This design comes from an exercise in tuning for small area, a short achievable clock period and few clock cycles on the open sky130 flow, not from production work.
RTL that was checked went through simulation tests only; none was proved equivalent to the original.
No functional check of the RTL was part of runs 1 to 4.

===== config.mk =====
export PLATFORM = sky130hd
export DESIGN_NAME = aes_key_sched_ctrl
export DESIGN_NICKNAME = aes_key_sched_ctrl
export VERILOG_FILES = /design/flow/design.v
export SDC_FILE = /design/flow/constraint.sdc
export NUM_CORES = 4
export LEC_CHECK = 0
export CAP_MARGIN = 20
export CORE_MARGIN = 2
export CORE_UTILIZATION = 40
export SLEW_MARGIN = 20
export SYNTH_HIERARCHICAL = 1
export SYNTH_MINIMUM_KEEP_SIZE = 0

===== constraint.sdc =====
create_clock -name core_clock -period 28.0 [get_ports {clk}]
set_input_delay 5.6000 -clock core_clock [delete_from_list [all_inputs] [get_ports {clk}]]
set_output_delay 5.6000 -clock core_clock [all_outputs]
set_load 0.01 [all_outputs]

===== design.v =====
package aes_pkg;
    localparam int NR = 10;
    localparam logic [7:0] RCON_INIT = 8'h01;
    localparam logic [7:0] RCON_LAST = 8'h1b;    
    function automatic logic [7:0] xtime(input logic [7:0] b);
        xtime = {b[6:0], 1'b0} ^ (b[7] ? 8'h1b : 8'h00);
    endfunction
endpackage
module aes_sbox (
    input  logic [7:0] a,
    output logic [7:0] s
);
    logic U0, U1, U2, U3, U4, U5, U6, U7;
    logic T1, T2, T3, T4, T5, T6, T7, T8, T9, T10;
    logic T11, T12, T13, T14, T15, T16, T17, T18, T19, T20;
    logic T21, T22, T23, T24, T25, T26, T27, M1, M2, M3;
    logic M4, M5, M6, M7, M8, M9, M10, M11, M12, M13;
    logic M14, M15, M16, M17, M18, M19, M20, M21, M22, M23;
    logic M24, M25, M26, M27, M28, M29, M30, M31, M32, M33;
    logic M34, M35, M36, M37, M38, M39, M40, M41, M42, M43;
    logic M44, M45, M46, M47, M48, M49, M50, M51, M52, M53;
    logic M54, M55, M56, M57, M58, M59, M60, M61, M62, M63;
    logic L0, L1, L2, L3, L4, L5, L6, L7, L8, L9;
    logic L10, L11, L12, L13, L14, L15, L16, L17, L18, L19;
    logic L20, L21, L22, L23, L24, L25, L26, L27, L28, L29;
    logic S0, S1, S2, S3, S4, S5, S6, S7;
    assign {U0, U1, U2, U3, U4, U5, U6, U7} = a;
    aes_g_xor g000 (.a(U0), .b(U3), .y(T1));
    aes_g_xor g001 (.a(U0), .b(U5), .y(T2));
    aes_g_xor g002 (.a(U0), .b(U6), .y(T3));
    aes_g_xor g003 (.a(U3), .b(U5), .y(T4));
    aes_g_xor g004 (.a(U4), .b(U6), .y(T5));
    aes_g_xor g005 (.a(T1), .b(T5), .y(T6));
    aes_g_xor g006 (.a(U1), .b(U2), .y(T7));
    aes_g_xor g007 (.a(U7), .b(T6), .y(T8));
    aes_g_xor g008 (.a(U7), .b(T7), .y(T9));
    aes_g_xor g009 (.a(T6), .b(T7), .y(T10));
    aes_g_xor g010 (.a(U1), .b(U5), .y(T11));
    aes_g_xor g011 (.a(U2), .b(U5), .y(T12));
    aes_g_xor g012 (.a(T3), .b(T4), .y(T13));
    aes_g_xor g013 (.a(T6), .b(T11), .y(T14));
    aes_g_xor g014 (.a(T5), .b(T11), .y(T15));
    aes_g_xor g015 (.a(T5), .b(T12), .y(T16));
    aes_g_xor g016 (.a(T9), .b(T16), .y(T17));
    aes_g_xor g017 (.a(U3), .b(U7), .y(T18));
    aes_g_xor g018 (.a(T7), .b(T18), .y(T19));
    aes_g_xor g019 (.a(T1), .b(T19), .y(T20));
    aes_g_xor g020 (.a(U6), .b(U7), .y(T21));
    aes_g_xor g021 (.a(T7), .b(T21), .y(T22));
    aes_g_xor g022 (.a(T2), .b(T22), .y(T23));
    aes_g_xor g023 (.a(T2), .b(T10), .y(T24));
    aes_g_xor g024 (.a(T20), .b(T17), .y(T25));
    aes_g_xor g025 (.a(T3), .b(T16), .y(T26));
    aes_g_xor g026 (.a(T1), .b(T12), .y(T27));
    aes_g_nand g027 (.a(T13), .b(T6), .y(M1));
    aes_g_nand g028 (.a(T23), .b(T8), .y(M2));
    aes_g_xnor g029 (.a(T14), .b(M1), .y(M3));
    aes_g_nand g030 (.a(T19), .b(U7), .y(M4));
    aes_g_xor g031 (.a(M4), .b(M1), .y(M5));
    aes_g_nand g032 (.a(T3), .b(T16), .y(M6));
    aes_g_nand g033 (.a(T22), .b(T9), .y(M7));
    aes_g_xnor g034 (.a(T26), .b(M6), .y(M8));
    aes_g_nand g035 (.a(T20), .b(T17), .y(M9));
    aes_g_xor g036 (.a(M9), .b(M6), .y(M10));
    aes_g_nand g037 (.a(T1), .b(T15), .y(M11));
    aes_g_nand g038 (.a(T4), .b(T27), .y(M12));
    aes_g_xor g039 (.a(M12), .b(M11), .y(M13));
    aes_g_nand g040 (.a(T2), .b(T10), .y(M14));
    aes_g_xor g041 (.a(M14), .b(M11), .y(M15));
    aes_g_xnor g042 (.a(M3), .b(M2), .y(M16));
    aes_g_xor g043 (.a(M5), .b(T24), .y(M17));
    aes_g_xnor g044 (.a(M8), .b(M7), .y(M18));
    aes_g_xor g045 (.a(M10), .b(M15), .y(M19));
    aes_g_xor g046 (.a(M16), .b(M13), .y(M20));
    aes_g_xor g047 (.a(M17), .b(M15), .y(M21));
    aes_g_xor g048 (.a(M18), .b(M13), .y(M22));
    aes_g_xor g049 (.a(M19), .b(T25), .y(M23));
    aes_g_xor g050 (.a(M22), .b(M23), .y(M24));
    aes_g_nand g051 (.a(M22), .b(M20), .y(M25));
    aes_g_xnor g052 (.a(M21), .b(M25), .y(M26));
    aes_g_xor g053 (.a(M20), .b(M21), .y(M27));
    aes_g_xnor g054 (.a(M23), .b(M25), .y(M28));
    aes_g_nand g055 (.a(M28), .b(M27), .y(M29));
    aes_g_nand g056 (.a(M26), .b(M24), .y(M30));
    aes_g_nand g057 (.a(M20), .b(M23), .y(M31));
    aes_g_andn g058 (.a(M27), .b(M31), .y(M32));
    aes_g_xnor g059 (.a(M27), .b(M25), .y(M33));
    aes_g_nand g060 (.a(M21), .b(M22), .y(M34));
    aes_g_andn g061 (.a(M24), .b(M34), .y(M35));
    aes_g_xnor g062 (.a(M24), .b(M25), .y(M36));
    aes_g_xnor g063 (.a(M21), .b(M29), .y(M37));
    aes_g_xor g064 (.a(M32), .b(M33), .y(M38));
    aes_g_xnor g065 (.a(M23), .b(M30), .y(M39));
    aes_g_xor g066 (.a(M35), .b(M36), .y(M40));
    aes_g_xor g067 (.a(M38), .b(M40), .y(M41));
    aes_g_xor g068 (.a(M37), .b(M39), .y(M42));
    aes_g_xor g069 (.a(M37), .b(M38), .y(M43));
    aes_g_xor g070 (.a(M39), .b(M40), .y(M44));
    aes_g_xor g071 (.a(M42), .b(M41), .y(M45));
    aes_g_nand g072 (.a(M44), .b(T6), .y(M46));
    aes_g_nand g073 (.a(M40), .b(T8), .y(M47));
    aes_g_nand g074 (.a(M39), .b(U7), .y(M48));
    aes_g_nand g075 (.a(M43), .b(T16), .y(M49));
    aes_g_nand g076 (.a(M38), .b(T9), .y(M50));
    aes_g_nand g077 (.a(M37), .b(T17), .y(M51));
    aes_g_nand g078 (.a(M42), .b(T15), .y(M52));
    aes_g_nand g079 (.a(M45), .b(T27), .y(M53));
    aes_g_nand g080 (.a(M41), .b(T10), .y(M54));
    aes_g_nand g081 (.a(M44), .b(T13), .y(M55));
    aes_g_nand g082 (.a(M40), .b(T23), .y(M56));
    aes_g_nand g083 (.a(M39), .b(T19), .y(M57));
    aes_g_nand g084 (.a(M43), .b(T3), .y(M58));
    aes_g_nand g085 (.a(M38), .b(T22), .y(M59));
    aes_g_nand g086 (.a(M37), .b(T20), .y(M60));
    aes_g_nand g087 (.a(M42), .b(T1), .y(M61));
    aes_g_nand g088 (.a(M45), .b(T4), .y(M62));
    aes_g_nand g089 (.a(M41), .b(T2), .y(M63));
    aes_g_xor g090 (.a(M61), .b(M62), .y(L0));
    aes_g_xor g091 (.a(M50), .b(M56), .y(L1));
    aes_g_xor g092 (.a(M46), .b(M48), .y(L2));
    aes_g_xor g093 (.a(M47), .b(M55), .y(L3));
    aes_g_xor g094 (.a(M54), .b(M58), .y(L4));
    aes_g_xor g095 (.a(M49), .b(M61), .y(L5));
    aes_g_xnor g096 (.a(M62), .b(L5), .y(L6));
    aes_g_xnor g097 (.a(M46), .b(L3), .y(L7));
    aes_g_xor g098 (.a(M51), .b(M59), .y(L8));
    aes_g_xor g099 (.a(M52), .b(M53), .y(L9));
    aes_g_xnor g100 (.a(M53), .b(L4), .y(L10));
    aes_g_xnor g101 (.a(M60), .b(L2), .y(L11));
    aes_g_xor g102 (.a(M48), .b(M51), .y(L12));
    aes_g_xnor g103 (.a(M50), .b(L0), .y(L13));
    aes_g_xor g104 (.a(M52), .b(M61), .y(L14));
    aes_g_xnor g105 (.a(M55), .b(L1), .y(L15));
    aes_g_xnor g106 (.a(M56), .b(L0), .y(L16));
    aes_g_xnor g107 (.a(M57), .b(L1), .y(L17));
    aes_g_xnor g108 (.a(M58), .b(L8), .y(L18));
    aes_g_xnor g109 (.a(M63), .b(L4), .y(L19));
    aes_g_xor g110 (.a(L0), .b(L1), .y(L20));
    aes_g_xor g111 (.a(L1), .b(L7), .y(L21));
    aes_g_xor g112 (.a(L3), .b(L12), .y(L22));
    aes_g_xor g113 (.a(L18), .b(L2), .y(L23));
    aes_g_xor g114 (.a(L15), .b(L9), .y(L24));
    aes_g_xor g115 (.a(L6), .b(L10), .y(L25));
    aes_g_xor g116 (.a(L7), .b(L9), .y(L26));
    aes_g_xor g117 (.a(L8), .b(L10), .y(L27));
    aes_g_xor g118 (.a(L11), .b(L14), .y(L28));
    aes_g_xor g119 (.a(L11), .b(L17), .y(L29));
    aes_g_xor g120 (.a(L6), .b(L24), .y(S0));
    aes_g_xnor g121 (.a(L16), .b(L26), .y(S1));
    aes_g_xnor g122 (.a(L19), .b(L28), .y(S2));
    aes_g_xor g123 (.a(L6), .b(L21), .y(S3));
    aes_g_xor g124 (.a(L20), .b(L22), .y(S4));
    aes_g_xor g125 (.a(L25), .b(L29), .y(S5));
    aes_g_xnor g126 (.a(L13), .b(L27), .y(S6));
    aes_g_xnor g127 (.a(L6), .b(L23), .y(S7));
    assign s = {S0, S1, S2, S3, S4, S5, S6, S7};
endmodule
module aes_g_xor (
    input  logic a,
    input  logic b,
    output logic y
);
    assign y = a ^ b;
endmodule
module aes_g_xnor (
    input  logic a,
    input  logic b,
    output logic y
);
    assign y = ~(a ^ b);
endmodule
module aes_g_nand (
    input  logic a,
    input  logic b,
    output logic y
);
    assign y = ~(a & b);
endmodule
module aes_g_nor (
    input  logic a,
    input  logic b,
    output logic y
);
    assign y = ~(a | b);
endmodule
module aes_g_andn (
    input  logic a,
    input  logic b,
    output logic y
);
    assign y = a & ~b;
endmodule
module aes_key_round (
    input  logic [31:0] w_m4,     
    input  logic [31:0] w_m1,     
    input  logic [7:0]  rcon,
    output logic [31:0] w_new     
);
    logic [31:0] rot;
    logic [31:0] sub;
    assign rot = {w_m1[23:0], w_m1[31:24]};
    for (genvar i = 0; i < 4; i++) begin : g_sbox
        aes_sbox u_sbox (
            .a (rot[8*i +: 8]),
            .s (sub[8*i +: 8])
        );
    end
    assign w_new = w_m4 ^ sub ^ {rcon, 24'h000000};
endmodule
module aes_key_sched_ctrl #(
    parameter int NR = aes_pkg::NR
) (
    input  logic         clk,
    input  logic         rst_n,
    input  logic         key_valid,
    input  logic [127:0] key_in,
    output logic         key_ready,
    output logic         busy,
    output logic         keys_valid,
    input  logic [3:0]   rd_idx,
    output logic [127:0] rd_key
);
    localparam int NW = NR + 3;          
    logic        busy_q;
    logic        kv_q;
    logic [7:0]  rcon;
    logic        accept;
    logic        last;
    logic [31:0] w [0:NW-1];
    logic [31:0] e [0:NW];               
    logic [31:0] ka, kb, kc, kd;
    logic [31:0] nw;
    assign key_ready  = ~busy_q;
    assign busy       = busy_q;
    assign keys_valid = kv_q;
    assign accept     = key_valid & ~busy_q;
    assign last = (rcon == aes_pkg::RCON_LAST);
    always_ff @(posedge clk or negedge rst_n) begin
        if (!rst_n) begin
            busy_q <= 1'b0;
            kv_q   <= 1'b0;
        end else if (accept) begin
            busy_q <= 1'b1;
            kv_q   <= 1'b0;
        end else if (busy_q && last) begin
            busy_q <= 1'b0;
            kv_q   <= 1'b1;
        end
    end
    always_ff @(posedge clk) begin
        if (accept)      rcon <= aes_pkg::RCON_INIT;
        else if (busy_q) rcon <= aes_pkg::xtime(rcon);
    end
    aes_key_round u_round (.w_m4(w[NW-4]), .w_m1(w[NW-1]), .rcon(rcon), .w_new(nw));
    assign ka = key_in[127:96];
    assign kb = key_in[95:64];
    assign kc = key_in[63:32];
    assign kd = key_in[31:0];
    always_ff @(posedge clk) begin
        if (busy_q) begin
            for (int k = 0; k < NW - 4; k++) w[k] <= w[k+1];
        end
        if (key_valid || busy_q) begin
            if (busy_q) begin
                w[NW-4] <= w[NW-3];
                w[NW-3] <= w[NW-2];
                w[NW-2] <= w[NW-1];
                w[NW-1] <= nw;
            end else begin
                w[NW-4] <= ka ^ kb ^ kc ^ kd;
                w[NW-3] <= kd ^ kb;
                w[NW-2] <= kd ^ kc;
                w[NW-1] <= kd;
            end
        end
    end
    always_comb begin
        for (int k = 0; k < NW; k++) e[k] = w[k];
        e[NW] = nw;
    end
    logic [31:0] m [0:3];
    for (genvar k = 0; k < 4; k++) begin : g_win
        logic [NR:0] sel;
        aes_rd_dec #(.N(NR + 1)) u_dec (.idx(rd_idx), .sel(sel));
        for (genvar j = 0; j < 32; j++) begin : g_bit
            logic [NR:0] d;
            for (genvar r = 0; r <= NR; r++) begin : g_in
                assign d[r] = e[r+k][j];
            end
            aes_rd_mux #(.N(NR + 1)) u_mux (.sel(sel), .d(d), .y(m[k][j]));
        end
    end
    always_ff @(posedge clk) begin
        rd_key <= {(m[3] ^ m[2]) ^ (m[1] ^ m[0]), m[3] ^ m[1], m[3] ^ m[2], m[3]};
    end
endmodule
module aes_rd_dec #(
    parameter int N = 11
) (
    input  logic [3:0]   idx,
    output logic [N-1:0] sel
);
    for (genvar r = 0; r < N; r++) begin : g_sel
        assign sel[r] = (idx == 4'(r));
    end
endmodule
module aes_rd_mux #(
    parameter int N = 11
) (
    input  logic [N-1:0] sel,
    input  logic [N-1:0] d,
    output logic         y
);
    localparam int NG = (N + 2) / 3;
    logic [NG-1:0] t;
    for (genvar g = 0; g < NG; g++) begin : g_grp
        if (3*g + 2 < N) begin : g_3
            aes_g_ao222n u_ao (.a0(sel[3*g]),   .b0(d[3*g]),
                               .a1(sel[3*g+1]), .b1(d[3*g+1]),
                               .a2(sel[3*g+2]), .b2(d[3*g+2]), .y(t[g]));
        end else if (3*g + 1 < N) begin : g_2
            aes_g_ao22n u_ao (.a0(sel[3*g]),   .b0(d[3*g]),
                              .a1(sel[3*g+1]), .b1(d[3*g+1]), .y(t[g]));
        end else begin : g_1
            assign t[g] = ~(sel[3*g] & d[3*g]);
        end
    end
    assign y = ~&t;
endmodule
module aes_g_ao22n (
    input  logic a0,
    input  logic b0,
    input  logic a1,
    input  logic b1,
    output logic y
);
    assign y = ~((a0 & b0) | (a1 & b1));
endmodule
module aes_g_ao222n (
    input  logic a0,
    input  logic b0,
    input  logic a1,
    input  logic b1,
    input  logic a2,
    input  logic b2,
    output logic y
);
    assign y = ~((a0 & b0) | (a1 & b1) | (a2 & b2));
endmodule

===== run.sh =====
#!/bin/bash
# synth_recipe.tcl (not shown) runs the flow's synth.tcl, then flattens the netlist and writes it again
# the make line also repeats each setting of config.mk as NAME=value (left out here)
make -C /OpenROAD-flow-scripts/flow DESIGN_CONFIG=/design/flow/config.mk WORK_HOME=/design/flow/orfs CLKGATE_MAP_FILE= SYNTH_SCRIPT=/design/flow/synth_recipe.tcl finish

==> results.json, run 1 <==
{
  "synth_top_area_cell": "edfxtp_1",
  "cap_violations": 0,
  "outcome": "finished clean",
  "critical_path_peak_fanout": 42,
  "skew_ns": 0.0183,
  "synth_edf_count": 416,
  "fp.dieW_um": 281,
  "num_rows": 101,
  "yosys_warnings": 12,
  "min_path_type": "flip-flop to flip-flop",
  "dp_hpwl_um": 65000,
  "die_h_um": 281,
  "cpMaxStageDelayCell": "dfrtp_4",
  "clk_pin_slew_worst_paths_ns": 0.06,
  "synth_cell_types": 30,
  "drive_gt1_frac": 0.149,
  "first_pass_iters": 17,
  "yosysMostFrequentCell": "edfxtp_1",
  "report.final.slew_viol_count": 0,
  "vias": 24900,
  "num_antenna_cells": 0,
  "r2r_cells": 21,
  "min_period_ns": 8.46,
  "start_util": 0.404,
  "synthFlopType": "edfxtp_1",
  "routed_via_density": 6.74,
  "hold_path_depth": 0,
  "ant_nets": 0,
  "core_sq_um": 75900,
  "fillers": 6656,
  "synth.top_cell.area_share": 0.407,
  "ios": 266,
  "fmax_mhz": 118,
  "ctsResizeCount": 0,
  "grt_remaining_overflow": 0,
  "routabilityCongestion": 0.874,
  "tns_ns": 0,
  "cts_buffers": 60,
  "clk_root_buffer_cell": "clkbuf_16",
  "clockBufferDepth": 3,
  "postSynthRegisterBits": 554,
  "synth_area_sq_um": 30700,
  "grt_pass1_vias": 24600,
  "die-area_sq_um": 79000,
  "setup_viol": 0,
  "numPortBuffers": 265,
  "path_cells": "clkinv_2 > clkdlybuf4s50_1",
  "relSlewSlack": 0.242,
  "cp.arrival_ns": 2.86,
  "grt_max_degree": 144,
  "cts_tree": "built",
  "yosys-top-cells-count": "416 x edfxtp_1, 400 x xor2_1, 384 x a222oi_1",
  "synthArstFlopShare": 0.00361,
  "worst_slew_pin_slew_ns": 1.14,
  "htree_num_levels": 2,
  "post_cts_buffers": 0,
  "synth_area_leaders": "edfxtp_1 41%, a222oi_1 13%, xor2_1 11%",
  "drt_iter0_markers": 5488,
  "crit_path_start_kind": "flip-flop",
  "cts.sinks": 554,
  "netlist_instances": 2299,
  "grt_first_pass_wirelength_um": 165000,
  "final-hold-violation-count": 0,
  "fin_nets": 2743,
  "cp_slowest_stage_delay_ns": 0.81,
  "crit_required_ns": 22.40,
  "seq_area_frac_synth": 0.497,
  "grt_setup_unrepaired": "false",
  "wl_per_cell_um": 31.1,
  "syn_to_final_growth_pct": 19.3,
  "crit_type": "flip-flop to output pin",
  "insertion_delay_ns": 0.64,
  "cts_hold_buffers": 0,
  "antenna_found_initial": 0,
  "critPathCaptureType": "output pin",
  "drc": 0,
  "post_synth.cell_area_avg_sq_um": 13.4,
  "period_share": 0.302,
  "routed_wl_um": 115000,
  "track_usage": 0.281
}
final timing paths:
| check | endpoint | slack [ns] | startpoint |
|---|---|---|---|
| worst max register to register | rd_key[122]$_DFF_P_ | 20.98 | w[12][17]$_DFFE_PP_ |
| worst min-delay path | w[0][16]$_DFFE_PP_ | 0.48 | w[1][16]$_DFFE_PP_ |
| min in group asynchronous | busy_q$_DFFE_PN0P_ | 5.13 | rst_n |
| worst min register to register | w[0][16]$_DFFE_PP_ | 0.48 | w[1][16]$_DFFE_PP_ |
| max in group asynchronous | busy_q$_DFFE_PN0P_ | 22.73 | rst_n |
| worst max-delay path | key_ready | 19.54 | busy_q$_DFFE_PN0P_ |
critical path, delay by kind of cell, from the launching register on:
family,cells,cell delay (ns)
buffers and inverters,2,1.39
flip-flops,1,0.81
placed cells by master (no fill, tap or decap), types with 2 or more instances in the layout:
master	count
and4b_2	4
clkbuf_1	25
nor2_1	4
a222oi_1	384
clkinv_2	12
inv_6	2
mux2_2	68
buf_4	51
xor3_1	8
mux2_1	28
nor4b_4	16
clkbuf_8	7
nor2b_4	8
dfxtp_1	136
nand2_1	170
xnor2_1	259
o21ai_0	38
clkbuf_16	64
a22oi_2	128
clkinv_4	2
nor4bb_4	4
a31o_2	3
xor2_1	400
edfxtp_1	416
nand4_1	129
buf_2	2
and4bb_2	8
and4bb_4	8
clkdlybuf4s50_1	261
nor4_4	4
state kept, by name, indices dropped and copies added (netlist names):
name,flops
w,416
kv_q,1
rcon,8
busy_q,1
rd_key,128
stage by stage:
step,cells,setup WS (ns),cell area [sq um],util,hold WS (ns)
after detailed placement,3576,19.49,34700,0.457,0.466
after global placement,3576,19.56,34700,0.457,0.461
after global routing,3689,19.34,36700,0.483,0.490
final,3689,19.54,36700,0.483,0.482
after CTS,3689,19.46,36700,0.483,0.480
after floorplan,2299,15.46,30700,-,0.449
layer usage:
layer  up-vias  global-route usage  wire [um]
li1      10300                   -          -
met1     11900               0.351      40600
met2      2166               0.427      49500
met3       537               0.102      17400
met4         0               0.140       7060
met5         -             0.00125          0
cell type report:
type                    instances  area [sq um]  share of cell area
multi-input cells            1675         15200               0.413
flip-flops and latches        554         15300               0.417
clock inverters                17           124             0.00338
well taps                    1030          1290              0.0352
repair buffers                315          3030              0.0825
clock buffers                  96          1790              0.0489
inverters                       2          8.76            0.000239
per-module statistics from Yosys (local to each module, per instance), excerpt:
module              flip-flops and latches  copies in the design
aes_sbox                                 0                     4
aes_key_sched_ctrl                     554                     1
aes_g_nand                               0                   128
aes_g_andn                               0                     8
aes_g_xor                                0                   280
aes_g_ao22n                              0                   128
aes_g_ao222n                             0                   384
aes_key_round                            0                     1
aes_g_xnor                               0                    96
cell families after synthesis:
| kind of cell | synth area share |
|---|---|
| xor gates and xnor gates | 0.194 |
| and+or+nand+nor | 0.0725 |
| buffers and inverters | 0.0169 |
| muxes | 0.0352 |
| DFF | 0.497 |
| AOI/OAI and AO/OA | 0.184 |
==> run 2: changes to the inputs <==
--- a/design.v
+++ b/design.v
@@ -222,5 +222,7 @@
 );
     localparam int NW = NR + 3;          
-    logic        busy_q;
+    logic        busy_q;                 
+    logic        busy_o;                 
+    logic        ready_o;                
     logic        kv_q;
     logic [7:0]  rcon;
@@ -231,6 +233,6 @@
     logic [31:0] ka, kb, kc, kd;
     logic [31:0] nw;
-    assign key_ready  = ~busy_q;
-    assign busy       = busy_q;
+    assign key_ready  = ready_o;
+    assign busy       = busy_o;
     assign keys_valid = kv_q;
     assign accept     = key_valid & ~busy_q;
@@ -238,14 +240,21 @@
     always_ff @(posedge clk or negedge rst_n) begin
         if (!rst_n) begin
-            busy_q <= 1'b0;
-            kv_q   <= 1'b0;
+            busy_q  <= 1'b0;
+            ready_o <= 1'b1;
+            kv_q    <= 1'b0;
         end else if (accept) begin
-            busy_q <= 1'b1;
-            kv_q   <= 1'b0;
+            busy_q  <= 1'b1;
+            ready_o <= 1'b0;
+            kv_q    <= 1'b0;
         end else if (busy_q && last) begin
-            busy_q <= 1'b0;
-            kv_q   <= 1'b1;
+            busy_q  <= 1'b0;
+            ready_o <= 1'b1;
+            kv_q    <= 1'b1;
         end
     end
+    always_ff @(posedge clk or negedge rst_n) begin
+        if (!rst_n) busy_o <= 1'b0;
+        else        busy_o <= (key_valid & ready_o) | (busy_o & ~last);
+    end
     always_ff @(posedge clk) begin
         if (accept)      rcon <= aes_pkg::RCON_INIT;
==> results.json, run 2 <==
{
  "first_pass_iters": 17,
  "grt_first_pass_wirelength_um": 161000,
  "grt_setup_unrepaired": "false",
  "fmax_mhz": 127,
  "grt_remaining_overflow": 0,
  "hold_path_depth": 0,
  "routabilityCongestion": 0.872,
  "r2r_slack_ns": 21.11,
  "cap_violations": 0,
  "yosys_warnings": 12,
  "yosysMostFrequentCell": "edfxtp_1",
  "holdWs_ns": 0.484,
  "track_usage": 0.273,
  "top_register": "w",
  "grt_pass1_vias": 24200,
  "drt_iter0_markers": 5623,
  "synthArstFlopShare": 0.00719,
  "ctsResizeCount": 0,
  "r2r_cells": 21,
  "layout_common_cells": "416 x edfxtp_1, 403 x xor2_1, 384 x a222oi_1, 261 x clkdlybuf4s50_1, 256 x xnor2_1",
  "htree_num_levels": 2,
  "synth_area_leaders": "edfxtp_1 41%, a222oi_1 12%, xor2_1 11%",
  "grt_max_degree": 169,
  "post_synth.cell_area_avg_sq_um": 13.3,
  "vias": 24600,
  "synth_cell_types": 30,
  "worst_slew_pin_slew_ns": 1.16,
  "seq_area_frac_synth": 0.497,
  "setup_viol": 0,
  "dp_hpwl_um": 64300,
  "fp.dieW_um": 282,
  "clk_root_buffer_cell": "clkbuf_16",
  "report.final.slew_viol_count": 0,
  "cts_tree": "built",
  "largest_reg_flops": 416,
  "synth_top_area_cell": "edfxtp_1",
  "drive_gt1_frac": 0.161,
  "yosys-top-cells-count": "416 x edfxtp_1, 403 x xor2_1, 384 x a222oi_1",
  "skew_ns": 0.0150,
  "postSynthRegisterBits": 556,
  "fin_nets": 2748,
  "period_share": 0.282,
  "cts.sinks": 556,
  "die_h_um": 282,
  "cts_buffers": 61,
  "min_path_type": "flip-flop to flip-flop",
  "synth.top_cell.area_share": 0.405,
  "core_sq_um": 76100,
  "crit_required_ns": 28.26,
  "critical_path_peak_fanout": 65,
  "fillers": 6708,
  "start_util": 0.405,
  "crit_path_start_kind": "input port",
  "final-hold-violation-count": 0,
  "drc": 0,
  "wl_per_cell_um": 30.3,
  "num_antenna_cells": 0,
  "cts_hold_buffers": 0,
  "synthFlopType": "edfxtp_1",
  "routed_via_density": 6.67,
  "post_cts_buffers": 0,
  "ios": 266,
  "antenna_found_initial": 1,
  "clockBufferDepth": 3,
  "num_rows": 101,
  "tns_ns": 0,
  "numPortBuffers": 265,
  "ant_nets": 0,
  "insertion_delay_ns": 0.65,
  "syn_to_final_growth_pct": 19.8,
  "reg.largest.list": "w: 416 flops, rd_key: 128 flops, rcon: 8 flops",
  "routed_wl_um": 112000,
  "critPathCaptureType": "flip-flop",
  "synth_edf_count": 416,
  "relSlewSlack": 0.224,
  "synth_area_sq_um": 30800,
  "post-place-ws_ns": 19.39,
  "outcome": "finished clean",
  "clk_pin_slew_worst_paths_ns": 0.06,
  "min_period_ns": 7.88,
  "netlist_instances": 2311,
  "die-area_sq_um": 79300,
  "cp.arrival_ns": 8.15,
  "layout_commonest_cell": "edfxtp_1",
  "crit_type": "input port to flip-flop",
  "setup_slack_ns": 20.12
}
run 2: changes by cell type after synthesis, sizes merged, moves of 2 or more:
cell / before / now
and4bb: 16 / 18
buf: 63 / 65
xnor2: 259 / 256
a31o: 3 / 0
xor2: 400 / 403
o21ai: 38 / 40
a21oi: 0 / 4
nand2b: 0 / 7
nand2: 171 / 169
run 2: logic make-up (layout without fill, tap and decap cells):
kind of cell              after synthesis  in the layout  synth area share
muxes                                  96             96            0.0351
DFF                                   556            556             0.497
xor gates and xnor gates              667            667             0.193
and+or+nand+nor                       362            362            0.0733
buffers and inverters                  72            425            0.0169
AOI/OAI and AO/OA                     558            558             0.184
run 2: critical path, stage by stage:
cell and delay [ns]:
clkdlybuf4s50_1 0.70, nor2_1 0.14, inv_4 0.72, buf_4 0.94
run 2: worst paths after layout:
| path | startpoint | endpoint |
|---|---|---|
| max in group asynchronous | rst_n | ready_o$_DFFE_PN1P_ |
| max reg2reg | w[12][20]$_DFFE_PP_ | rd_key[126]$_DFF_P_ |
| min | w[1][8]$_DFFE_PP_ | w[0][8]$_DFFE_PP_ |
| max | key_valid | w[11][10]$_DFFE_PP_ |
| min in group asynchronous | rst_n | busy_o$_DFF_PN0_ |
| min reg2reg | w[1][8]$_DFFE_PP_ | w[0][8]$_DFFE_PP_ |
run 2: routing by layer:
metal / vias to the layer above / track usage / share of wire / routed length (um)
li1: 10300 / - / - / -
met2: 2046 / 0.427 / 0.44 / 49300
met1: 11800 / 0.351 / 0.36 / 40600
met3: 482 / 0.0726 / 0.14 / 15700
met5: - / 0 / 0 / 0
met4: 0 / 0.129 / 0.057 / 6410
run 2: cell type report:
cell class | count | area (sq um) | area share
clock buffers | 87 | 1830 | 0.0495
multi-input cells | 1683 | 15200 | 0.412
flip-flops and latches | 556 | 15300 | 0.415
clock inverters | 27 | 274 | 0.00742
inverters | 2 | 10.0 | 0.000271
well taps | 1030 | 1290 | 0.0349
repair buffers | 309 | 2990 | 0.0811
run 2: metrics by stage:
step	utilization	cell area [sq um]	std cells
after detailed placement	0.457	34800	3580
after floorplan	-	30800	2311
after global routing	0.485	36900	3694
final	0.485	36900	3694
after global placement	0.457	34800	3580
after CTS	0.485	36900	3694
run 2: modules after synthesis, one instance, submodules excluded, a selection:
module / cells / copies in the design
aes_g_ao222n: 1 / 384
aes_key_round: 32 / 1
aes_sbox: 8 / 4
aes_key_sched_ctrl: 1035 / 1
aes_g_xor: 1 / 280
aes_g_andn: 1 / 8
==> run 3: changes to the inputs <==
--- a/design.v
+++ b/design.v
@@ -266,19 +266,25 @@
     assign kc = key_in[63:32];
     assign kd = key_in[31:0];
+    logic [3:0] ld_en;
+    for (genvar q = 0; q < 4; q++) begin : g_ld_en
+        aes_g_or2 u_or (.a(key_valid), .b(busy_q), .y(ld_en[q]));
+    end
     always_ff @(posedge clk) begin
         if (busy_q) begin
             for (int k = 0; k < NW - 4; k++) w[k] <= w[k+1];
         end
-        if (key_valid || busy_q) begin
-            if (busy_q) begin
-                w[NW-4] <= w[NW-3];
-                w[NW-3] <= w[NW-2];
-                w[NW-2] <= w[NW-1];
-                w[NW-1] <= nw;
-            end else begin
-                w[NW-4] <= ka ^ kb ^ kc ^ kd;
-                w[NW-3] <= kd ^ kb;
-                w[NW-2] <= kd ^ kc;
-                w[NW-1] <= kd;
+        for (int q = 0; q < 4; q++) begin
+            if (ld_en[q]) begin
+                if (busy_q) begin
+                    w[NW-4][8*q +: 8] <= w[NW-3][8*q +: 8];
+                    w[NW-3][8*q +: 8] <= w[NW-2][8*q +: 8];
+                    w[NW-2][8*q +: 8] <= w[NW-1][8*q +: 8];
+                    w[NW-1][8*q +: 8] <= nw[8*q +: 8];
+                end else begin
+                    w[NW-4][8*q +: 8] <= ka[8*q +: 8] ^ kb[8*q +: 8] ^ kc[8*q +: 8] ^ kd[8*q +: 8];
+                    w[NW-3][8*q +: 8] <= kd[8*q +: 8] ^ kb[8*q +: 8];
+                    w[NW-2][8*q +: 8] <= kd[8*q +: 8] ^ kc[8*q +: 8];
+                    w[NW-1][8*q +: 8] <= kd[8*q +: 8];
+                end
             end
         end
@@ -304,4 +310,11 @@
     end
 endmodule
+module aes_g_or2 (
+    input  logic a,
+    input  logic b,
+    output logic y
+);
+    assign y = a | b;
+endmodule
 module aes_rd_dec #(
     parameter int N = 11
@@ -310,8 +323,23 @@
     output logic [N-1:0] sel
 );
+    logic [3:0] lo;
+    logic [2:0] hi;
+    for (genvar i = 0; i < 4; i++) begin : g_lo
+        assign lo[i] = (idx[1:0] == 2'(i));
+    end
+    for (genvar i = 0; i < 3; i++) begin : g_hi
+        assign hi[i] = (idx[3:2] == 2'(i));
+    end
     for (genvar r = 0; r < N; r++) begin : g_sel
-        assign sel[r] = (idx == 4'(r));
+        aes_g_and2 u_and (.a(lo[r % 4]), .b(hi[r / 4]), .y(sel[r]));
     end
 endmodule
+module aes_g_and2 (
+    input  logic a,
+    input  logic b,
+    output logic y
+);
+    assign y = a & b;
+endmodule
 module aes_rd_mux #(
     parameter int N = 11
==> results.json, run 3 <==
{
  "layout_commonest_cell": "edfxtp_1",
  "grt_util_met3": 0.0790,
  "place_area_sq_um": 34400,
  "clk_root_buffer_cell": "clkbuf_16",
  "path_delay_family": "simple AND/OR/NAND/NOR gates",
  "clk_pin_slew_worst_paths_ns": 0.06,
  "die_h_um": 280,
  "first_pass_iters": 14,
  "ctsResizeCount": 0,
  "outcome": "finished clean",
  "setup_viol": 0,
  "min_path_type": "flip-flop to flip-flop",
  "cts_tree": "built",
  "synth_area_leaders": "edfxtp_1 41%, a222oi_1 13%, xor2_1 12%",
  "routabilityCongestion": 0.948,
  "crit_type": "input port to flip-flop",
  "skew_ns": 0.0295,
  "path_cells": "clkdlybuf4s50_1 > nor2b_1 > and2_1 > buf_4 > a222oi_1 > nand4_1 > xor2_1 > xnor2_1",
  "grt_pass1_vias": 25000,
  "worst_slew_pin_slew_ns": 1.19,
  "holdWs_ns": 0.477,
  "synth.top_cell.area_share": 0.409,
  "drt_iter0_markers": 5449,
  "grt_max_degree": 162,
  "synthFlopType": "edfxtp_1",
  "post_cts_buffers": 0,
  "critPathCaptureType": "flip-flop",
  "relSlewSlack": 0.204,
  "synth_simple_gate_area_frac": 0.0688,
  "fillers": 6583,
  "reg.largest.list": "w: 416 flops, rd_key: 128 flops, rcon: 8 flops",
  "netlist_instances": 2326,
  "path_buf_inv": 2,
  "synth_area_sq_um": 30500,
  "gr-usage-met2": 0.448,
  "yosys_warnings": 12,
  "crit_path_start_kind": "input port",
  "top_register": "w",
  "routed_via_density": 6.77,
  "antenna_found_initial": 1,
  "wl_per_cell_um": 31.3,
  "largest_reg_flops": 416,
  "cp_slowest_stage_delay_ns": 0.89,
  "tns_ns": 0,
  "cts.sinks": 556,
  "clockBufferDepth": 3,
  "grt_remaining_overflow": 0,
  "post_synth.cell_area_avg_sq_um": 13.1,
  "core_sq_um": 75700,
  "final_area_sq_um": 36700,
  "track_usage": 0.283,
  "synth_cell_types": 31,
  "insertion_delay_ns": 0.63,
  "vias": 24900,
  "report.final.slew_viol_count": 0,
  "cpMaxStageDelayCell": "and2_1",
  "syn_to_final_growth_pct": 20.4,
  "synth_fa_ha_area_frac": 0,
  "start_util": 0.403,
  "synth_top_family_by_area": "XOR/XNOR gates",
  "synth_edf_count": 416,
  "num_antenna_cells": 0,
  "synthMuxAreaShare": 0.0354,
  "yosysMostFrequentCell": "edfxtp_1",
  "ant_nets": 0,
  "htree_num_levels": 3,
  "top_usage_layer": "met2",
  "synth_top_area_cell": "edfxtp_1",
  "seq_area_frac_synth": 0.502,
  "grt_first_pass_wirelength_um": 166000,
  "r2r_slack_ns": 21.11,
  "die-area_sq_um": 78500,
  "cp.arrival_ns": 8.88,
  "dp_hpwl_um": 71000,
  "routed_wl_um": 115000,
  "layout_common_cells": "416 x edfxtp_1, 403 x xor2_1, 384 x a222oi_1, 265 x clkdlybuf4s50_1, 256 x xnor2_1",
  "synth_compound_area_frac": 0.186,
  "critical_path_peak_fanout": 17,
  "cts_buffers": 67,
  "period_share": 0.300,
  "fmax_mhz": 119,
  "fin_nets": 2782,
  "yosys-top-cells-count": "416 x edfxtp_1, 403 x xor2_1, 384 x a222oi_1",
  "synth-xor-area-share": 0.195,
  "cts_hold_buffers": 0,
  "cap_violations": 0,
  "min_period_ns": 8.40,
  "ios": 266,
  "met1_usage": 0.356,
  "num_rows": 101,
  "drive_gt1_frac": 0.154,
  "numPortBuffers": 265,
  "fp.dieW_um": 280,
  "final-hold-violation-count": 0,
  "drc": 0,
  "crit_required_ns": 28.49,
  "postSynthRegisterBits": 556,
  "synthArstFlopShare": 0.00719,
  "grt_setup_unrepaired": "false"
}
run 3: cell types whose count changed in the layout (fill, tap and decap cells not counted), moves of 12 or more:
cell     delta
and2_1     +20
and2_2     +20
nor4b_4    -16
nor2b_1    +12
run 3: metrics by stage:
| step | util | setup WS, ns | cells |
|---|---|---|---|
| final | 0.485 | 19.60 | 3680 |
| after global routing | 0.485 | 19.61 | 3680 |
| after CTS | 0.485 | 19.81 | 3680 |
| after detailed placement | 0.454 | 19.19 | 3556 |
| after global placement | 0.454 | 19.28 | 3556 |
| after floorplan | - | 20.06 | 2326 |
run 3: logic make-up after synthesis:
| kind of cell | count (synthesis) |
|---|---|
| mux | 96 |
| flops | 556 |
| compound gates | 558 |
| simple gates | 394 |
| buf+inv | 55 |
| xor+xnor | 667 |
run 3: per-module statistics from Yosys (local to each module, per instance), excerpt:
module,copies in the design,cells inside
aes_g_nand,128,1
aes_key_sched_ctrl,1,1034
aes_sbox,4,8
aes_g_or2,4,1
aes_g_xor,280,1
aes_g_andn,8,1
aes_g_and2,44,1
aes_g_ao22n,128,1
aes_g_ao222n,384,1
aes_key_round,1,32
aes_g_xnor,96,1
run 3: routing by layer:
layer / wire length, um / vias to the layer above
li1: - / 10300
met4: 6790 / 2
met2: 51500 / 2193
met3: 15600 / 515
met5: 8 / -
met1: 41200 / 11900
run 3: area by class of cell:
type                            instances  area, sq um  share of cell area
Sequential cell                       556        15300               0.417
Clock inverter                         27          350             0.00954
Clock buffer                           97         2010              0.0546
Multi-Input combinational cell       1715        14900               0.405
Inverter                                1         3.75            0.000102
Timing Repair Buffer                  306         2970              0.0809
Tap cell                              978         1220              0.0333
run 3: path summary, 6_finish.rpt:
check                                          from                  end  cells after the start
max in group asynchronous                     rst_n  ready_o$_DFFE_PN1P_                      1
worst min register to register    w[1][3]$_DFFE_PP_    w[0][3]$_DFFE_PP_                      0
worst max-delay path                      rd_idx[1]  rd_key[100]$_DFF_P_                      8
worst max register to register  w[12][17]$_DFFE_PP_  rd_key[121]$_DFF_P_                     21
worst min-delay path              w[1][3]$_DFFE_PP_    w[0][3]$_DFFE_PP_                      0
min in group asynchronous                     rst_n     busy_o$_DFF_PN0_                      1
==> run 4: changes to the inputs <==
--- a/design.v
+++ b/design.v
@@ -296,12 +296,17 @@
     logic [31:0] m [0:3];
     for (genvar k = 0; k < 4; k++) begin : g_win
-        logic [NR:0] sel;
-        aes_rd_dec #(.N(NR + 1)) u_dec (.idx(rd_idx), .sel(sel));
-        for (genvar j = 0; j < 32; j++) begin : g_bit
-            logic [NR:0] d;
-            for (genvar r = 0; r <= NR; r++) begin : g_in
-                assign d[r] = e[r+k][j];
+        logic [3:0] lo;
+        logic [2:0] hi;
+        aes_rd_predec u_pre (.idx(rd_idx), .lo(lo), .hi(hi));
+        for (genvar h = 0; h < 2; h++) begin : g_half
+            logic [NR:0] sel;
+            aes_rd_dec #(.N(NR + 1)) u_dec (.lo(lo), .hi(hi), .sel(sel));
+            for (genvar j = 16*h; j < 16*h + 16; j++) begin : g_bit
+                logic [NR:0] d;
+                for (genvar r = 0; r <= NR; r++) begin : g_in
+                    assign d[r] = e[r+k][j];
+                end
+                aes_rd_mux #(.N(NR + 1)) u_mux (.sel(sel), .d(d), .y(m[k][j]));
             end
-            aes_rd_mux #(.N(NR + 1)) u_mux (.sel(sel), .d(d), .y(m[k][j]));
         end
     end
@@ -317,12 +322,9 @@
     assign y = a | b;
 endmodule
-module aes_rd_dec #(
-    parameter int N = 11
-) (
-    input  logic [3:0]   idx,
-    output logic [N-1:0] sel
+module aes_rd_predec (
+    input  logic [3:0] idx,
+    output logic [3:0] lo,
+    output logic [2:0] hi
 );
-    logic [3:0] lo;
-    logic [2:0] hi;
     for (genvar i = 0; i < 4; i++) begin : g_lo
         assign lo[i] = (idx[1:0] == 2'(i));
@@ -331,4 +333,12 @@
         assign hi[i] = (idx[3:2] == 2'(i));
     end
+endmodule
+module aes_rd_dec #(
+    parameter int N = 11
+) (
+    input  logic [3:0]   lo,
+    input  logic [2:0]   hi,
+    output logic [N-1:0] sel
+);
     for (genvar r = 0; r < N; r++) begin : g_sel
         aes_g_and2 u_and (.a(lo[r % 4]), .b(hi[r / 4]), .y(sel[r]));
==> flow/run.sh (new file) <==
#!/bin/bash
# Layout flow: the standard layout (standard.sh: the standard synthesis and every ORFS
# step unchanged, at the design's clock period and constraints), except that the buffers
# that buffer_ports puts on every input and output port are sky130_fd_sc_hd__buf_2 instead
# of the cell buffer_ports picks by default (a clkdlybuf4s50 delay buffer).
# make's full output goes to flow_make.log here; each ORFS step also writes its own log
# under orfs/logs/.
set -euo pipefail
bash standard.sh 'BUFFER_PORTS_ARGS=-buffer_cell sky130_fd_sc_hd__buf_2' finish > flow_make.log 2>&1
==> standard.sh (new file) <==
#!/bin/bash
# synth_recipe.tcl (not shown) runs the flow's synth.tcl, then flattens the netlist and writes it again
# the make line also repeats each setting of config.mk as NAME=value (left out here)
make -C /OpenROAD-flow-scripts/flow DESIGN_CONFIG=/design/flow/config.mk WORK_HOME=/design/flow/orfs CLKGATE_MAP_FILE= SYNTH_SCRIPT=/design/flow/synth_recipe.tcl "${@:-finish}"
removed: run.sh
==> results.json, run 4 <==
{
  "reg.largest.list": "w: 416 flops, rd_key: 128 flops, rcon: 8 flops",
  "synth_top_family_by_area": "XOR/XNOR gates",
  "vias": 25100,
  "synth-xor-area-share": 0.194,
  "netlist_instances": 2370,
  "routabilityCongestion": 0.954,
  "r2r_cells": 21,
  "start_util": 0.405,
  "track_usage": 0.272,
  "layout_commonest_cell": "edfxtp_1",
  "fp.dieW_um": 281,
  "crit_required_ns": 28.46,
  "outcome": "finished clean",
  "timing.rr.start": "w[12][20]$_DFFE_PP_",
  "cts.sinks": 556,
  "core_sq_um": 76100,
  "fin_nets": 2813,
  "relSlewSlack": 0.125,
  "synth_fa_ha_area_frac": 0,
  "final_area_sq_um": 35400,
  "wl_per_cell_um": 29.9,
  "synth_compound_area_frac": 0.184,
  "path_delay_family": "simple AND/OR/NAND/NOR gates",
  "setup_viol": 0,
  "critPathCaptureType": "flip-flop",
  "ctsResizeCount": 0,
  "yosys-top-cells-count": "416 x edfxtp_1, 403 x xor2_1, 384 x a222oi_1",
  "grt_setup_unrepaired": "false",
  "drive_gt1_frac": 0.232,
  "synth_cell_types": 31,
  "synth_simple_gate_area_frac": 0.0771,
  "syn_to_final_growth_pct": 15.0,
  "htree_num_levels": 3,
  "clockBufferDepth": 3,
  "placedCellCount": 3639,
  "num_rows": 101,
  "post_synth.cell_area_avg_sq_um": 13.0,
  "yosys_warnings": 12,
  "synth_edf_count": 416,
  "critical_path_peak_fanout": 16,
  "grt_max_degree": 78,
  "crit_type": "input port to flip-flop",
  "crit_path_start_kind": "input port",
  "whs_endpoint": "w[0][23]$_DFFE_PP_",
  "routed_via_density": 6.66,
  "top_register": "w",
  "min_path_type": "flip-flop to flip-flop",
  "first_pass_iters": 17,
  "yosysMostFrequentCell": "edfxtp_1",
  "largest_reg_flops": 416,
  "clk_pin_slew_worst_paths_ns": 0.06,
  "ios": 266,
  "grt_pass1_vias": 24400,
  "routed_wl_um": 113000,
  "numPortBuffers": 265,
  "clk_root_buffer_cell": "clkbuf_16",
  "layout_common_cells": "416 x edfxtp_1, 403 x xor2_1, 384 x a222oi_1, 265 x buf_2, 256 x xnor2_1",
  "die_h_um": 281,
  "synth_top_area_cell": "edfxtp_1",
  "cap_violations": 0,
  "cts_buffers": 66,
  "r2r_slack_ns": 21.08,
  "fin_cells": 3765,
  "cp.arrival_ns": 8.17,
  "synthFlopType": "edfxtp_1",
  "grt_remaining_overflow": 0,
  "place_area_sq_um": 33200,
  "seq_area_frac_synth": 0.497,
  "synth_area_leaders": "edfxtp_1 41%, a222oi_1 12%, xor2_1 11%",
  "cp_slowest_stage_delay_ns": 1.00,
  "dp_hpwl_um": 72300,
  "post_cts_buffers": 0,
  "synth.top_cell.area_share": 0.406,
  "skew_ns": 0.0286,
  "final-hold-violation-count": 0,
  "path_cells": "buf_2 > nor2b_1 > and2_1 > a222oi_1 > nand4_1 > xor2_1 > xnor2_1",
  "period_share": 0.275,
  "antenna_found_initial": 6,
  "fmax_mhz": 130,
  "rr_endpoint": "rd_key[122]$_DFF_P_",
  "worst_slew_pin_slew_ns": 1.31,
  "cpMaxStageDelayCell": "and2_1",
  "report.final.slew_viol_count": 0,
  "tns_ns": 0,
  "hold_path_depth": 0,
  "min_period_ns": 7.71,
  "drc": 0,
  "synth_area_sq_um": 30800,
  "grt_first_pass_wirelength_um": 161000,
  "postSynthRegisterBits": 556,
  "die-area_sq_um": 79200,
  "cts_tree": "built",
  "drt_iter0_markers": 5742,
  "synthArstFlopShare": 0.00719,
  "hold_start": "w[1][23]$_DFFE_PP_",
  "cts_hold_buffers": 0,
  "synthMuxAreaShare": 0.0351,
  "insertion_delay_ns": 0.60,
  "ant_nets": 0,
  "path_buf_inv": 1
}
[run 4: changes by cell type after synthesis, sizes merged]
cell  before  now
and2      48   92
[run 4: layout make-up]
| cell class | instances | area, sq um |
|---|---|---|
| clock buffer | 95 | 1880 |
| sequential | 556 | 15300 |
| timing repair buffer | 294 | 1550 |
| fill | 6844 | 40700 |
| inverter | 1 | 3.75 |
| multi-input combinational | 1759 | 15100 |
| tap | 1030 | 1290 |
| antenna | 3 | 7.51 |
| clock inverter | 27 | 245 |
[run 4: per-module statistics from Yosys (local to each module, per instance), a selection]
module	cells	area, sq um	times used	flops+latches
aes_g_and2	1	6.26	88	0
aes_g_andn	1	13.8	8	0
aes_g_ao222n	1	10.0	384	0
aes_g_ao22n	1	12.5	128	0
aes_g_nand	1	3.75	128	0
aes_g_or2	1	6.26	4	0
aes_g_xnor	1	8.76	96	0
aes_g_xor	1	8.76	280	0
aes_key_round	32	400	1	0
aes_key_sched_ctrl	1034	19300	1	556
aes_rd_predec	7	42.5	4	0
aes_sbox	8	60.1	4	0
[run 4: how the worst max path moves through the flow]
stage	start	to	slack (ns)	cells after the start
global route	rd_idx[2]	rd_key[105]$_DFF_P_	20.27	7
global placement	rd_idx[2]	rd_key[127]$_DFF_P_	19.86	7
detailed placement	rd_idx[1]	rd_key[127]$_DFF_P_	19.89	7
floorplan	busy_q$_DFFE_PN0P_	w[10][24]$_DFFE_PP_	20.06	4
finish	rd_idx[2]	rd_key[127]$_DFF_P_	20.29	7
CTS	rd_idx[1]	rd_key[127]$_DFF_P_	20.51	7
[run 4: stage by stage]
step	utilization	hold slack [ns]	setup WS, ns
6_report	0.465	0.472	20.29
5_1_grt	0.465	0.488	20.27
4_1_cts	0.465	0.472	20.51
3_5_place_dp	0.437	0.461	19.89
3_3_place_gp	0.437	0.465	19.86
2_1_floorplan	-	0.449	20.06
[run 4: cell families after synthesis]
kind of cell,after synthesis
mux,96
buf+inv,55
xor+xnor,667
flops,556
simple gates,438
compound gates,558
[run 4: per-layer routing]
metal | global-route usage | part of all wire | vias up
met5 | 0.0104 | 0.00088 | -
met4 | 0.132 | 0.055 | 4
met3 | 0.0911 | 0.15 | 506
met2 | 0.404 | 0.43 | 2170
met1 | 0.355 | 0.37 | 12000
li1 | - | - | 10400
==> run 5: changes to the inputs <==
--- a/design.v
+++ b/design.v
@@ -294,18 +294,35 @@
         e[NW] = nw;
     end
+    localparam int HI_LANE = 4;
+    localparam int LO_LANE = 8;
+    logic [31:0] bn [0:6];
     logic [31:0] m [0:3];
-    for (genvar k = 0; k < 4; k++) begin : g_win
-        logic [3:0] lo;
+    for (genvar q = 0; q < 32 / HI_LANE; q++) begin : g_hl
         logic [2:0] hi;
-        aes_rd_predec u_pre (.idx(rd_idx), .lo(lo), .hi(hi));
-        for (genvar h = 0; h < 2; h++) begin : g_half
-            logic [NR:0] sel;
-            aes_rd_dec #(.N(NR + 1)) u_dec (.lo(lo), .hi(hi), .sel(sel));
-            for (genvar j = 16*h; j < 16*h + 16; j++) begin : g_bit
-                logic [NR:0] d;
-                for (genvar r = 0; r <= NR; r++) begin : g_in
-                    assign d[r] = e[r+k][j];
+        aes_rd_dec_hi #(.N(NR + 1)) u_hi (.idx(rd_idx), .hi(hi));
+        for (genvar j = HI_LANE*q; j < HI_LANE*q + HI_LANE; j++) begin : g_bit
+            for (genvar t = 0; t < 7; t++) begin : g_blk
+                logic [2:0] d;
+                for (genvar g = 0; g < 3; g++) begin : g_in
+                    if (4*g + t <= NR + 3) begin : g_e
+                        assign d[g] = e[4*g + t][j];
+                    end else begin : g_z
+                        assign d[g] = 1'b0;
+                    end
                 end
-                aes_rd_mux #(.N(NR + 1)) u_mux (.sel(sel), .d(d), .y(m[k][j]));
+                aes_rd_sel3n u_s3 (.sel(hi), .d(d), .yn(bn[t][j]));
+            end
+        end
+    end
+    for (genvar q = 0; q < 32 / LO_LANE; q++) begin : g_ll
+        logic [3:0] lo_n;
+        aes_rd_dec_lo_n u_lo (.idx(rd_idx[1:0]), .lo_n(lo_n));
+        for (genvar j = LO_LANE*q; j < LO_LANE*q + LO_LANE; j++) begin : g_bit
+            for (genvar k = 0; k < 4; k++) begin : g_win
+                logic [3:0] dn;
+                for (genvar s = 0; s < 4; s++) begin : g_in
+                    assign dn[s] = bn[s+k][j];
+                end
+                aes_rd_sel4n u_s4 (.sel_n(lo_n), .dn(dn), .y(m[k][j]));
             end
         end
@@ -322,56 +339,35 @@
     assign y = a | b;
 endmodule
-module aes_rd_predec (
+module aes_rd_dec_hi #(
+    parameter int N = 11
+) (
     input  logic [3:0] idx,
-    output logic [3:0] lo,
     output logic [2:0] hi
 );
-    for (genvar i = 0; i < 4; i++) begin : g_lo
-        assign lo[i] = (idx[1:0] == 2'(i));
-    end
-    for (genvar i = 0; i < 3; i++) begin : g_hi
-        assign hi[i] = (idx[3:2] == 2'(i));
+    for (genvar g = 0; g < 3; g++) begin : g_hi
+        assign hi[g] = (idx[3:2] == 2'(g)) && (idx < 4'(N));
     end
 endmodule
-module aes_rd_dec #(
-    parameter int N = 11
-) (
-    input  logic [3:0]   lo,
-    input  logic [2:0]   hi,
-    output logic [N-1:0] sel
+module aes_rd_dec_lo_n (
+    input  logic [1:0] idx,
+    output logic [3:0] lo_n
 );
-    for (genvar r = 0; r < N; r++) begin : g_sel
-        aes_g_and2 u_and (.a(lo[r % 4]), .b(hi[r / 4]), .y(sel[r]));
+    for (genvar i = 0; i < 4; i++) begin : g_lo
+        assign lo_n[i] = (idx != 2'(i));
     end
 endmodule
-module aes_g_and2 (
-    input  logic a,
-    input  logic b,
-    output logic y
+module aes_rd_sel3n (
+    input  logic [2:0] sel,
+    input  logic [2:0] d,
+    output logic       yn
 );
-    assign y = a & b;
+    assign yn = ~|(sel & d);
 endmodule
-module aes_rd_mux #(
-    parameter int N = 11
-) (
-    input  logic [N-1:0] sel,
-    input  logic [N-1:0] d,
-    output logic         y
+module aes_rd_sel4n (
+    input  logic [3:0] sel_n,
+    input  logic [3:0] dn,
+    output logic       y
 );
-    localparam int NG = (N + 2) / 3;
-    logic [NG-1:0] t;
-    for (genvar g = 0; g < NG; g++) begin : g_grp
-        if (3*g + 2 < N) begin : g_3
-            aes_g_ao222n u_ao (.a0(sel[3*g]),   .b0(d[3*g]),
-                               .a1(sel[3*g+1]), .b1(d[3*g+1]),
-                               .a2(sel[3*g+2]), .b2(d[3*g+2]), .y(t[g]));
-        end else if (3*g + 1 < N) begin : g_2
-            aes_g_ao22n u_ao (.a0(sel[3*g]),   .b0(d[3*g]),
-                              .a1(sel[3*g+1]), .b1(d[3*g+1]), .y(t[g]));
-        end else begin : g_1
-            assign t[g] = ~(sel[3*g] & d[3*g]);
-        end
-    end
-    assign y = ~&t;
+    assign y = |(~sel_n & ~dn);
 endmodule
 module aes_g_ao22n (
--- a/config.mk
+++ b/config.mk
@@ -8,5 +8,7 @@
 export CAP_MARGIN = 20
 export CORE_MARGIN = 2
-export CORE_UTILIZATION = 40
+export CORE_UTILIZATION = 55
+export CTS_CLUSTER_DIAMETER = 100
+export CTS_CLUSTER_SIZE = 20
 export SLEW_MARGIN = 20
 export SYNTH_HIERARCHICAL = 1
==> results.json, run 5 <==
{
  "outcome": "finished clean",
  "synth_edf_count": 416,
  "fp.dieW_um": 235,
  "critical_path_peak_fanout": 28,
  "vias": 20000,
  "clk_pin_slew_worst_paths_ns": 0.08,
  "cp.arrival_ns": 8.07,
  "crit_required_ns": 28.48,
  "post_synth.cell_area_avg_sq_um": 13.7,
  "drc": 0,
  "final_core_util": 0.619,
  "final-hold-violation-count": 0,
  "holdWs_ns": 0.450,
  "netlist_instances": 2143,
  "cts_buffers": 34,
  "drive_gt1_frac": 0.242,
  "routabilityCongestion": 0.850,
  "numPortBuffers": 265,
  "cap_violations": 0,
  "critPathCaptureType": "flip-flop",
  "wl_per_cell_um": 21.7,
  "postSynthRegisterBits": 556,
  "crit_path_start_kind": "input port",
  "tns_ns": 0,
  "cts.sinks": 556,
  "post_cts_buffers": 0,
  "synth.top_cell.area_share": 0.424,
  "insertion_delay_ns": 0.56,
  "worst_slew_pin_slew_ns": 1.11,
  "grt_setup_unrepaired": "false",
  "cts_tree": "built",
  "routed_wl_um": 68600,
  "htree_num_levels": 2,
  "ctsResizeCount": 0,
  "timing.rr.start": "w[12][20]$_DFFE_PP_",
  "synth_area_sq_um": 29400,
  "fin_nets": 2585,
  "grt_pass1_vias": 19400,
  "yosysMostFrequentCell": "edfxtp_1",
  "skew_ns": 0.0174,
  "fillers": 4144,
  "synthArstFlopShare": 0.00719,
  "period_share": 0.271,
  "grt_max_degree": 155,
  "layout_commonest_cell": "edfxtp_1",
  "cts_hold_buffers": 0,
  "top_register": "w",
  "die-area_sq_um": 55400,
  "start_util": 0.558,
  "ios": 266,
  "min_path_type": "flip-flop to flip-flop",
  "synth_area_leaders": "edfxtp_1 42%, xor2_1 12%, dfxtp_1 9.3%",
  "yosys_warnings": 13,
  "crit_type": "input port to flip-flop",
  "largest_reg_flops": 416,
  "drt_iter0_markers": 2526,
  "track_usage": 0.241,
  "reg.largest.list": "w: 416 flops, rd_key: 128 flops, rcon: 8 flops",
  "synth_cell_types": 30,
  "post-place-ws_ns": 19.91,
  "syn_to_final_growth_pct": 11.0,
  "clk_root_buffer_cell": "clkbuf_16",
  "crit_start": "rd_idx[0]",
  "setup_slack_ns": 20.41,
  "synthFlopType": "edfxtp_1",
  "grt_remaining_overflow": 0,
  "seq_area_frac_synth": 0.520,
  "relSlewSlack": 0.262,
  "setup_viol": 0,
  "ant_nets": 0,
  "fmax_mhz": 132,
  "clockBufferDepth": 3,
  "hold_start": "w[1][26]$_DFFE_PP_",
  "grt_first_pass_wirelength_um": 108000,
  "first_pass_iters": 9,
  "r2r_slack_ns": 20.63,
  "core_sq_um": 52800,
  "routed_via_density": 6.31,
  "antenna_found_initial": 1,
  "num_rows": 84,
  "min_period_ns": 7.59,
  "dp_hpwl_um": 46800,
  "layout_common_cells": "416 x edfxtp_1, 403 x xor2_1, 265 x buf_2, 256 x xnor2_1, 224 x a222oi_1",
  "yosys-top-cells-count": "416 x edfxtp_1, 403 x xor2_1, 256 x xnor2_1",
  "report.final.slew_viol_count": 0,
  "synth_top_area_cell": "edfxtp_1",
  "die_h_um": 235
}
==> run 5: critical path: stages <==
cell      delay [ns]
buf_2           0.55
a211oi_2        0.17
buf_4           0.27
a222oi_1        0.68
o22a_1          0.26
o221ai_2        0.10
xnor2_1         0.26
xnor2_1         0.15
==> run 5: per-module statistics from Yosys, one instance, submodules excluded, excerpt <==
module	times used	cells inside	area, sq um	flip-flops and latches
aes_rd_sel4n	128	2	23.8	0
aes_g_or2	4	1	6.26	0
aes_rd_sel3n	224	1	10.0	0
aes_rd_dec_lo_n	4	4	22.5	0
aes_key_round	1	32	400	0
aes_g_xnor	96	1	8.76	0
aes_g_xor	280	1	8.76	0
aes_g_andn	8	1	13.8	0
aes_key_sched_ctrl	1	1035	19300	556
aes_g_nand	128	1	3.75	0
aes_sbox	4	8	60.1	0
==> run 5: worst paths after layout <==
check                                            to  cells after the start
min in group asynchronous          busy_o$_DFF_PN0_                      1
worst max register to register  rd_key[122]$_DFF_P_                     22
worst max-delay path            rd_key[103]$_DFF_P_                      8
worst min register to register   w[0][26]$_DFFE_PP_                      0
worst min-delay path             w[0][26]$_DFFE_PP_                      0
max in group asynchronous       ready_o$_DFFE_PN1P_                      1
==> run 5: routing by layer <==
metal	routed length, um	global-route usage	up-vias
met3	4430	0.0314	77
met2	33000	0.400	841
met4	1050	0.0583	0
met1	30100	0.338	9875
met5	0	0	-
li1	-	-	9183
==> run 5: kinds of logic (layout without fill, tap and decap cells) <==
| kind of cell | after synthesis | count (layout) | share of synthesized area |
|---|---|---|---|
| AO/OA/AOI/OAI | 534 | 534 | 0.191 |
| XOR/XNOR | 667 | 667 | 0.203 |
| buffers and inverters | 63 | 364 | 0.0138 |
| flip-flops | 556 | 556 | 0.520 |
| multiplexers | 96 | 96 | 0.0367 |
| other | 1 | 33 | 0.000127 |
| AND/OR/NAND/NOR | 226 | 226 | 0.0355 |
==> run 5: area by class of cell <==
cell class	instances	area, sq um	area share
Antenna cell	1	2.50	0.0000766
Sequential cell	556	15300	0.469
Timing Repair Buffer	294	1560	0.0476
Inverter	9	33.8	0.00103
Multi-Input combinational cell	1555	13900	0.424
Clock buffer	58	1000	0.0307
Tap cell	688	861	0.0263
Clock inverter	3	32.5	0.000995
==> run 5: metrics by stage <==
| step | instances | instance area [sq um] |
|---|---|---|
| finish | 3164 | 32700 |
| global route | 3163 | 32700 |
| CTS | 3163 | 32600 |
| detailed placement | 3102 | 31600 |
| global placement | 3102 | 31600 |
| floorplan | 2174 | 29500 |
Testbench counts of run 5, summed over its fixed seeds: cycles 3,856.

-- what the ideal ports hide --
Ports are ideal in the flow. The routed layouts listed here were re-timed in OpenROAD. Step 1: set_driving_cell puts a clkbuf_16 on clk and a buf_2 on each other input, an assumption about the parent block. Step 2 also shifts input and output timing later by t, the mid clock arrival at the registers, as if the neighbouring blocks saw the same clock. a / b / c = ideal ports / drivers / drivers and shift; a / b = the first two.
run	shift t [ns]	slack for setup (ns)	clock arrival spread, ns	worst slew at a driven data input, ns	pins driven straight from the clock port
run 1	0.694	19.538 / 19.474 / 19.566	0.022 / 0.021	0.05	1
run 2	0.702	20.116 / 20.153 / 19.451	0.016 / 0.016	0.05	1
run 3	0.674	19.605 / 19.597 / 18.923	0.036 / 0.036	0.07	1
run 4	0.649	20.290 / 20.233 / 19.584	0.030 / 0.031	0.12	1
run 5	0.617	20.412 / 20.431 / 19.815	0.019 / 0.019	0.10	1
After both steps setup and hold are still met in every run listed. For run 4, which loses most, drivers alone change the setup slack by -0.057 ns; drivers and shift together by -0.706 ns.
